From an optimization exercise on the open Yosys and OpenROAD flow, aimed at small area, a short achievable clock period and few clock cycles per item; shortcuts taken in it are not production practice.
Where RTL was checked, it was by simulation tests only, not by an equivalence proof against the original.

==> build 69: inputs <==
Design classifier_top, start of the top module:
module classifier_top (
  input wire clk,
  input wire rst,
  input wire [15:0] data_in0,
  input wire [15:0] data_in1,
  input wire [15:0] data_in2,
  input wire [15:0] data_in3,
  input wire [15:0] data_in4,
  input wire [15:0] data_in5,
  input wire [15:0] data_in6,
  input wire [15:0] data_in7,
  input wire [15:0] data_in8,
  input wire [15:0] data_in9,
  input wire [15:0] data_in10,
  input wire [15:0] data_in11,
  input wire [15:0] data_in12,
  input wire [15:0] data_in13,
  input wire [15:0] data_in14,
  input wire [15:0] data_in15,
  input wire in_valid,
  output logic in_ready,
  output logic signed [39:0] score,
  output logic [1:0] score_class,
  output logic score_valid,
  output logic score_last,
  output logic [1:0] best_class,
  input wire score_ready
);
Settings: LEC_CHECK=0, CAP_MARGIN=20, CORE_MARGIN=2, CORE_UTILIZATION=35, SETUP_SLACK_MARGIN=5, SLEW_MARGIN=20; clock period 9.0 ns.
run.sh (not shown) runs the stock make flow with config.mk's settings and CLKGATE_MAP_FILE= SYNTH_SCRIPT=/design/flow/synth_recipe.tcl, a recipe that flattens the netlist after the stock synthesis.
==> inputs of build 70, as changes to build 69 <==
==> flow/flow/run.sh (new file) <==
#!/bin/bash
set -euo pipefail
export BUFFER_PORTS_ARGS="-buffer_cell sky130_fd_sc_hd__buf_1"
bash standard.sh > flow.log 2>&1
==> flow/standard.sh (new file) <==
#!/bin/bash
# synth_recipe.tcl (not shown) runs the flow's synth.tcl, then flattens the netlist and writes it again
# the make line also repeats each setting of config.mk as NAME=value (left out here)
make -C /OpenROAD-flow-scripts/flow DESIGN_CONFIG=/design/flow/config.mk WORK_HOME=/design/flow/orfs CLKGATE_MAP_FILE= SYNTH_SCRIPT=/design/flow/synth_recipe.tcl "${@:-finish}"
removed: flow/run.sh
==> comparison <==
- Of build 70 and build 69, build 69 has the higher clock-buffer cell count (gap 2).
- Die area is the same in build 70 and build 69.
- Synthesized cell count is the same in build 69 and build 70.
- Build 70 went through all stages and came out clean. Build 69 passed the timing, design-rule and antenna checks.
- In build 69 the non-clock buffer count is lower than in build 70, by 4.
No functional check of the RTL was part of any run of this note.

* * *

==> run Y <==
classifier_top, a different RTL version from the one above (not shown whole).
Design classifier_top, start of the top module:
module classifier_top (
  input wire clk,
  input wire rst,
  input wire [15:0] data_in0,
  input wire [15:0] data_in1,
  input wire [15:0] data_in2,
  input wire [15:0] data_in3,
  input wire [15:0] data_in4,
  input wire [15:0] data_in5,
  input wire [15:0] data_in6,
  input wire [15:0] data_in7,
  input wire [15:0] data_in8,
  input wire [15:0] data_in9,
  input wire [15:0] data_in10,
  input wire [15:0] data_in11,
  input wire [15:0] data_in12,
  input wire [15:0] data_in13,
  input wire [15:0] data_in14,
  input wire [15:0] data_in15,
  input wire in_valid,
  output logic in_ready,
  output logic signed [39:0] score,
  output logic [1:0] score_class,
  output logic score_valid,
  output logic score_last,
  output logic [1:0] best_class,
  input wire score_ready
);
  localparam int LW = 20;   
  logic [15:0] din [16];
  logic [15:0] xr [16];
  logic lr;
  logic [1:0] bcnt;
  logic fire;
  assign din[0] = data_in0;
  assign din[1] = data_in1;
  assign din[2] = data_in2;
  assign din[3] = data_in3;
  assign din[4] = data_in4;
  assign din[5] = data_in5;
  assign din[6] = data_in6;
  assign din[7] = data_in7;
  assign din[8] = data_in8;
  assign din[9] = data_in9;
  assign din[10] = data_in10;
  assign din[11] = data_in11;
  assign din[12] = data_in12;
  assign din[13] = data_in13;
  assign din[14] = data_in14;
  assign din[15] = data_in15;
  always_ff @(posedge clk) begin
    for (int l = 0; l < 16; l++) xr[l] <= {~din[l][15], din[l][14:0]} & {16{fire}};
  end
  logic [LW-1:0] acc [16];
  logic [LW-1:0] hold [16];
  logic [LW-1:0] lsum [16];
  logic zr;         
  logic fullc;      
  logic hv;         
  logic [3:0] ph;   
  logic [1:0] ncls;   
  logic [2:0] cnt;    
  logic complete, issue, load, clear;
  for (genvar l = 0; l < 16; l++) begin : g_lane
    logic [19:0] a, s;
    logic [15:0] x;
    logic [18:0] c;
    assign a = acc[l];
    assign x = xr[l];
    assign s[0] = a[0] ^ x[0];
  ...
==> flow/config.mk <==
export PLATFORM = sky130hd
export DESIGN_NAME = classifier_top
export DESIGN_NICKNAME = classifier_top
export VERILOG_FILES = /design/flow/design.v
export SDC_FILE = /design/flow/constraint.sdc
export NUM_CORES = 4
export LEC_CHECK = 0
export CAP_MARGIN = 20
export CORE_MARGIN = 2
export CORE_UTILIZATION = 55
export CTS_CLUSTER_DIAMETER = 60
export CTS_CLUSTER_SIZE = 25
export SETUP_SLACK_MARGIN = 5
export SLEW_MARGIN = 20
==> flow/constraint.sdc <==
create_clock -name core_clock -period 9.0 [get_ports {clk}]
set_input_delay 1.8000 -clock core_clock [delete_from_list [all_inputs] [get_ports {clk}]]
set_output_delay 1.8000 -clock core_clock [all_outputs]
set_load 0.01 [all_outputs]
standard.sh (not shown) runs the stock make flow with config.mk's settings and CLKGATE_MAP_FILE= SYNTH_SCRIPT=/design/flow/synth_recipe.tcl, a recipe that flattens the netlist after the stock synthesis.
==> flow/flow/run.sh <==
#!/bin/bash
set -euo pipefail
export BUFFER_PORTS_ARGS="-buffer_cell sky130_fd_sc_hd__buf_1"
sed -e 's/SETUP_SLACK_MARGIN=5 /SETUP_SLACK_MARGIN=6.1 /' standard.sh > standard_margin.sh
grep -q 'SETUP_SLACK_MARGIN=6.1 ' standard_margin.sh
bash standard_margin.sh > flow.log 2>&1
==> run K (differences from run Y) <==
==> flow/flow/run.sh (replaced) <==
#!/bin/bash
set -euo pipefail
export BUFFER_PORTS_ARGS="-buffer_cell sky130_fd_sc_hd__buf_1"
sed -e 's/SETUP_SLACK_MARGIN=5 /SETUP_SLACK_MARGIN=5.8 /' standard.sh > standard_margin.sh
grep -q 'SETUP_SLACK_MARGIN=5.8 ' standard_margin.sh
bash standard_margin.sh > flow.log 2>&1
==> comparison table <==
| item | run K | run Y |
|---|---|---|
| Status | timing/DRC/antenna clean | timing/DRC/antenna clean |
| Register share of the cell area | 41.86% | 41.35% |
| Number of ordinary inverters in the final layout | 888 | 889 |
| Number of vias per cell | 4.937 | 4.939 |
| Hold Path Sink | dcls2[1] | dcls2[0] |
| Count of buffers added by post-CTS timing repair for setup | 2 | 20 |
| Layout buffering overhead excluding clock cells | 2.438% | 2.848% |
| Met1 Routed Length | 65,010 µm | 64,660 µm |
| Number of instances resized during post-cts repair | 24 | 189 |
| Placed wire-length estimate | 104,100 µm | 105,600 µm |
| Post-route worst setup slack | 5.792 ns | 5.814 ns |
| Fraction of final layout cells sized beyond drive strength 1 | 4.765% | 10.74% |
| Shortest clock period the worst path allows after layout | 3.208 ns | 3.186 ns |
| Summed area of non-filler cells in the final layout | 60,350 µm² | 61,250 µm² |
| Multi-input logic portion of the cell area | 41.86% | 42.13% |
| Highest attainable clock frequency | 0.3117 GHz | 0.3139 GHz |
Testbench counts of run Y, summed over its fixed seeds: cycles 832, frames 192.
Testbench counts of run K, summed over its fixed seeds: cycles 832, frames 192.

* * *

==> job 6900: inputs <==
classifier_top, a different RTL version from the one above (not shown whole).
## classifier_top
module classifier_top (
  input wire clk,
  input wire rst,
  input wire [15:0] data_in0,
  input wire [15:0] data_in1,
  input wire [15:0] data_in2,
  input wire [15:0] data_in3,
  input wire [15:0] data_in4,
  input wire [15:0] data_in5,
  input wire [15:0] data_in6,
  input wire [15:0] data_in7,
  input wire [15:0] data_in8,
  input wire [15:0] data_in9,
  input wire [15:0] data_in10,
  input wire [15:0] data_in11,
  input wire [15:0] data_in12,
  input wire [15:0] data_in13,
  input wire [15:0] data_in14,
  input wire [15:0] data_in15,
  input wire in_valid,
  output logic in_ready,
  output logic signed [39:0] score,
  output logic [1:0] score_class,
  output logic score_valid,
  output logic score_last,
  output logic [1:0] best_class,
  input wire score_ready
);
clock: 9.0 ns
lec_check: 0
cap_margin: 20
core_margin: 2
core_utilization: 35
setup_slack_margin: 5
slew_margin: 20
run.sh (not shown) runs the stock make flow with config.mk's settings and CLKGATE_MAP_FILE= SYNTH_SCRIPT=/design/flow/synth_recipe.tcl, a recipe that flattens the netlist after the stock synthesis.
Stock flow here: none of the scripts above is used.
==> inputs of job 4076, as changes to job 6900 <==
- SETUP_SLACK_MARGIN: 5 -> unset
==> summary of the runs <==
- Job 6900 passed the timing, design-rule and antenna checks. Job 4076 went through all stages and came out clean.
- In job 6900 the via count is smaller than in job 4076, by 0.44%.
- Against job 6900, the critical path depth of job 4076 is lower by 5.
- Area after synthesis is the same in job 4076 and job 6900.
- Of job 4076 and job 6900, job 6900 has the higher clock skew (gap 0.0089 ns).
==> figures <==
	job 6900	job 4076
Antenna violations before repair	1	6
Final HPWL from detailed placement	111000 um	110000 um
Met3 Usage GRT	0.0275	0.0277
Multi-input gate area in the final layout	25100 um2	24800 um2
Number of buffers added by the clock tree synthesis step	113	112
Required @ worst endpoint	9.63 ns	9.35 ns
Category of the most critical setup path	flop to flop	primary input to flop
Unrepaired setup endpoints after global routing	yes	no
Status	finished clean	finished clean
Launching instance or port of the critical path	hold[3][6]$_DFF_P_	score_ready
Final Non-Filler Cells	7051	7047
Testbench counts of job 6900, summed over its fixed seeds: cycles 824, frames 192.
Testbench counts of job 4076, summed over its fixed seeds: cycles 824, frames 192.

* * *

==> lagoon <==
Another version of the RTL of classifier_top (not shown whole).
export LEC_CHECK = 0
export CAP_MARGIN = 20
export CORE_MARGIN = 2
export CORE_UTILIZATION = 35
export SETUP_SLACK_MARGIN = 5
export SLEW_MARGIN = 20
create_clock -name core_clock -period 9.0 [get_ports {clk}]
standard.sh (not shown) runs the stock make flow with config.mk's settings and CLKGATE_MAP_FILE= SYNTH_SCRIPT=/design/flow/synth_recipe.tcl, a recipe that flattens the netlist after the stock synthesis.
==> flow/flow/run.sh <==
#!/bin/bash
set -euo pipefail
export BUFFER_PORTS_ARGS="-buffer_cell sky130_fd_sc_hd__buf_1"
bash standard.sh > flow.log 2>&1
==> cedar (differences from lagoon) <==
--- a/flow/config.mk
+++ b/flow/config.mk
@@ -9,3 +9,3 @@
 export CORE_MARGIN = 2
-export CORE_UTILIZATION = 35
+export CORE_UTILIZATION = 55
 export SETUP_SLACK_MARGIN = 5
==> indigo (differences from lagoon) <==
==> flow/flow/run.sh (replaced) <==
#!/bin/bash
set -euo pipefail
export BUFFER_PORTS_ARGS="-buffer_cell sky130_fd_sc_hd__buf_1"
sed -e 's/SETUP_SLACK_MARGIN=5 /SETUP_SLACK_MARGIN=5.5 /' standard.sh > standard_margin.sh
grep -q 'SETUP_SLACK_MARGIN=5.5 ' standard_margin.sh
bash standard_margin.sh > flow.log 2>&1
--- a/flow/config.mk
+++ b/flow/config.mk
@@ -9,3 +9,3 @@
 export CORE_MARGIN = 2
-export CORE_UTILIZATION = 35
+export CORE_UTILIZATION = 55
 export SETUP_SLACK_MARGIN = 5
==> summary of the runs <==
Against cedar, the final cell count of lagoon is higher by 10%. The highest hold slack belongs to cedar, the lowest to indigo. In sequential cell count, cedar and lagoon do not differ. In indigo the non-clock buffer count is higher than in cedar, by 41.
Testbench counts of lagoon, summed over its fixed seeds: cycles 824, frames 192.
Testbench counts of cedar, summed over its fixed seeds: cycles 824, frames 192.
Testbench counts of indigo, summed over its fixed seeds: cycles 824, frames 192.

* * *

==> inputs of trial 9 <==
classifier_top, a different RTL version from the one above (not shown whole).
Settings: LEC_CHECK=0, CAP_MARGIN=20, CORE_MARGIN=2, CORE_UTILIZATION=55, CTS_CLUSTER_DIAMETER=60, CTS_CLUSTER_SIZE=30, SETUP_SLACK_MARGIN=5, SLEW_MARGIN=20; clock period 9.0 ns.
==> flow/flow/run.sh <==
#!/bin/bash
set -euo pipefail
export BUFFER_PORTS_ARGS="-buffer_cell sky130_fd_sc_hd__buf_1"
sed -e 's/SETUP_SLACK_MARGIN=5 /SETUP_SLACK_MARGIN=5.8 /' standard.sh > standard_margin.sh
grep -q 'SETUP_SLACK_MARGIN=5.8 ' standard_margin.sh
bash standard_margin.sh > flow.log 2>&1
==> build 21: changes against trial 9 <==
==> flow/flow/run.sh (replaced) <==
#!/bin/bash
set -euo pipefail
export BUFFER_PORTS_ARGS="-buffer_cell sky130_fd_sc_hd__buf_1"
bash standard.sh > flow.log 2>&1
--- a/flow/config.mk
+++ b/flow/config.mk
@@ -11,3 +11,3 @@
 export CTS_CLUSTER_DIAMETER = 60
-export CTS_CLUSTER_SIZE = 30
+export CTS_CLUSTER_SIZE = 25
 export SETUP_SLACK_MARGIN = 5
==> comparison <==
- Global-route usage: build 21 is lower than trial 9 (0.17 points).
- In build 21 the critical path depth is lower than in trial 9, by 1.
- Via count is about the same in build 21 and trial 9.
- Area after synthesis is the same in trial 9 and build 21.
- In trial 9 the final cell count is larger than in build 21, by about 0.33%.
- Utilization: trial 9 is higher than build 21 (0.76 points).
- In trial 9 the wire length is larger than in build 21, by about 0.9%.
==> figures <==
| quantity | build 21 | trial 9 |
|---|---|---|
| Status | timing/DRC/antenna clean | timing/DRC/antenna clean |
| Global-route met2 utilization | 0.385 | 0.378 |
| Proportion of cell area occupied by registers | 0.427 | 0.422 |
| Number of gates on the worst path with buffers counted | 12 | 13 |
| CP required | 9550 ps | 9600 ps |
| Slowest cell on crit path | sky130_fd_sc_hd__fa_1 | sky130_fd_sc_hd__fa_2 |
| Final cell count without fillers | 6286 | 6307 |
| NonClk Buf Share | 0.0232 | 0.0274 |
| All-Layer GR Usage | 0.265 | 0.267 |
| Maximum clock frequency | 0.266 GHz | 0.281 GHz |
| Met1 routing resource usage after global routing | 0.423 | 0.415 |
| Worst Reg2Reg Path Length in Cells | 12 | 13 |
| Critical Path Source | dp0[4]$_DFF_P_ | dp2[6]$_DFF_P_ |
| Worst Setup Slack post-DPL | 4900 ps | 5200 ps |
| Reg clk slew, reported paths | 80 ps | 90 ps |
Testbench counts of trial 9, summed over its fixed seeds: cycles 832, frames 192.
Testbench counts of build 21, summed over its fixed seeds: cycles 832, frames 192.

* * *

==> v39 <==
classifier_top again, from the RTL that the note above started with.
Settings: LEC_CHECK=0, CAP_MARGIN=20, CORE_MARGIN=2, CORE_UTILIZATION=55, CTS_CLUSTER_DIAMETER=60, CTS_CLUSTER_SIZE=25, SETUP_SLACK_MARGIN=5, SLEW_MARGIN=20; clock period 9.0 ns.
==> flow/flow/run.sh <==
#!/bin/bash
set -euo pipefail
export BUFFER_PORTS_ARGS="-buffer_cell sky130_fd_sc_hd__buf_1"
sed -e 's/SETUP_SLACK_MARGIN=5 /SETUP_SLACK_MARGIN=5.8 /' standard.sh > standard_margin.sh
grep -q 'SETUP_SLACK_MARGIN=5.8 ' standard_margin.sh
bash standard_margin.sh > flow.log 2>&1
==> v23 (differences from v39) <==
==> flow/flow/run.sh (replaced) <==
#!/bin/bash
set -euo pipefail
export BUFFER_PORTS_ARGS="-buffer_cell sky130_fd_sc_hd__buf_1"
bash standard.sh > flow.log 2>&1
--- a/flow/config.mk
+++ b/flow/config.mk
@@ -8,7 +8,5 @@
 export CAP_MARGIN = 20
 export CORE_MARGIN = 2
 export CORE_UTILIZATION = 55
-export CTS_CLUSTER_DIAMETER = 60
-export CTS_CLUSTER_SIZE = 25
 export SETUP_SLACK_MARGIN = 5
 export SLEW_MARGIN = 20
==> run summary <==
outcome finished clean; Global Route met1 Usage about two fifths; most frequent cells in the layout dfxtp_1 (1,122), inv_1 (742), fa_1 (654); clk_buf instances 163; global-route track usage on met2 about two fifths; worst r2r src dp0[4]; CP Capture Point sreg[16]; Stages on worst setup path 12; worst reg-to-reg path cell count 12; fin cells 6,343; Buf+Inv Stages, Crit Path 2; area grow syn2layout 12.0%; first-pass iteration count of the detailed router 5
[end of results for v23]
==> run summary <==
total gr overflow 0; Final #Nets 6,005; Buf+Inv Stages, Crit Path 3; CP Capture Point sreg[20]; outcome finished clean; most frequent cells in the layout dfxtp_1 (1,114), inv_1 (721), fa_1 (635); worst r2r src dp2[6]; global-route track usage on met2 37.7%; clk_buf instances 97; die width 313 um; Post-synth EDFFs 52; first-pass iteration count of the detailed router 7; Stages on worst setup path 13; Global Route met1 Usage 41.4%; all-layer global routing usage 26.7%; fin cells 6,306; worst-skew pair later-pin latency 690 ps
[end of results for v39]
Testbench counts of v39, summed over its fixed seeds: cycles 832, frames 192.
Testbench counts of v23, summed over its fixed seeds: cycles 832, frames 192.

==> re-timing with driven ports <==
In the flow no input, the clock included, has a driving cell. The finished layouts below were timed again as built, in two steps.
Step 1, drivers: a clkbuf_16 drives clk and a buf_2 each remaining input, both assumed.
Step 2 moves the port delays by t, midway between the first and last clock arrival at a register: inputs arrive t later, outputs are due t later. That takes back most of the time a late clock gives input paths.
Three values: no drivers, after step 1, after step 2; two values: the first two.
run | t, ns | slack for setup (ns) | worst setup path after step 2
build 69 | 0.809 | 4.888 / 4.888 / 4.788 | input to register
build 70 | 0.798 | 4.788 / 4.788 / 4.788 | register to register
run Y | 0.754 | 5.814 / 5.741 / 5.532 | input to register
run K | 0.748 | 5.792 / 5.734 / 5.211 | input to register
job 6900 | 0.814 | 4.825 / 4.825 / 4.506 | input to register
job 4076 | 0.797 | 4.348 / 4.392 / 3.595 | input to register
lagoon | 0.798 | 4.975 / 4.975 / 4.717 | input to register
cedar | 0.767 | 4.974 / 4.974 / 4.974 | register to register
indigo | 0.770 | 5.033 / 5.033 / 4.957 | input to register
trial 9 | 0.744 | 5.447 / 5.447 / 5.273 | input to register
build 21 | 0.746 | 5.244 / 5.244 / 5.145 | input to register
v39 | 0.742 | 5.440 / 5.440 / 5.255 | input to register
v23 | 0.781 | 5.240 / 5.240 / 5.146 | input to register
After both steps every run listed still meets setup and hold. For job 4076, which loses most, drivers alone change the setup slack by +0.044 ns; drivers and shift together by -0.753 ns.
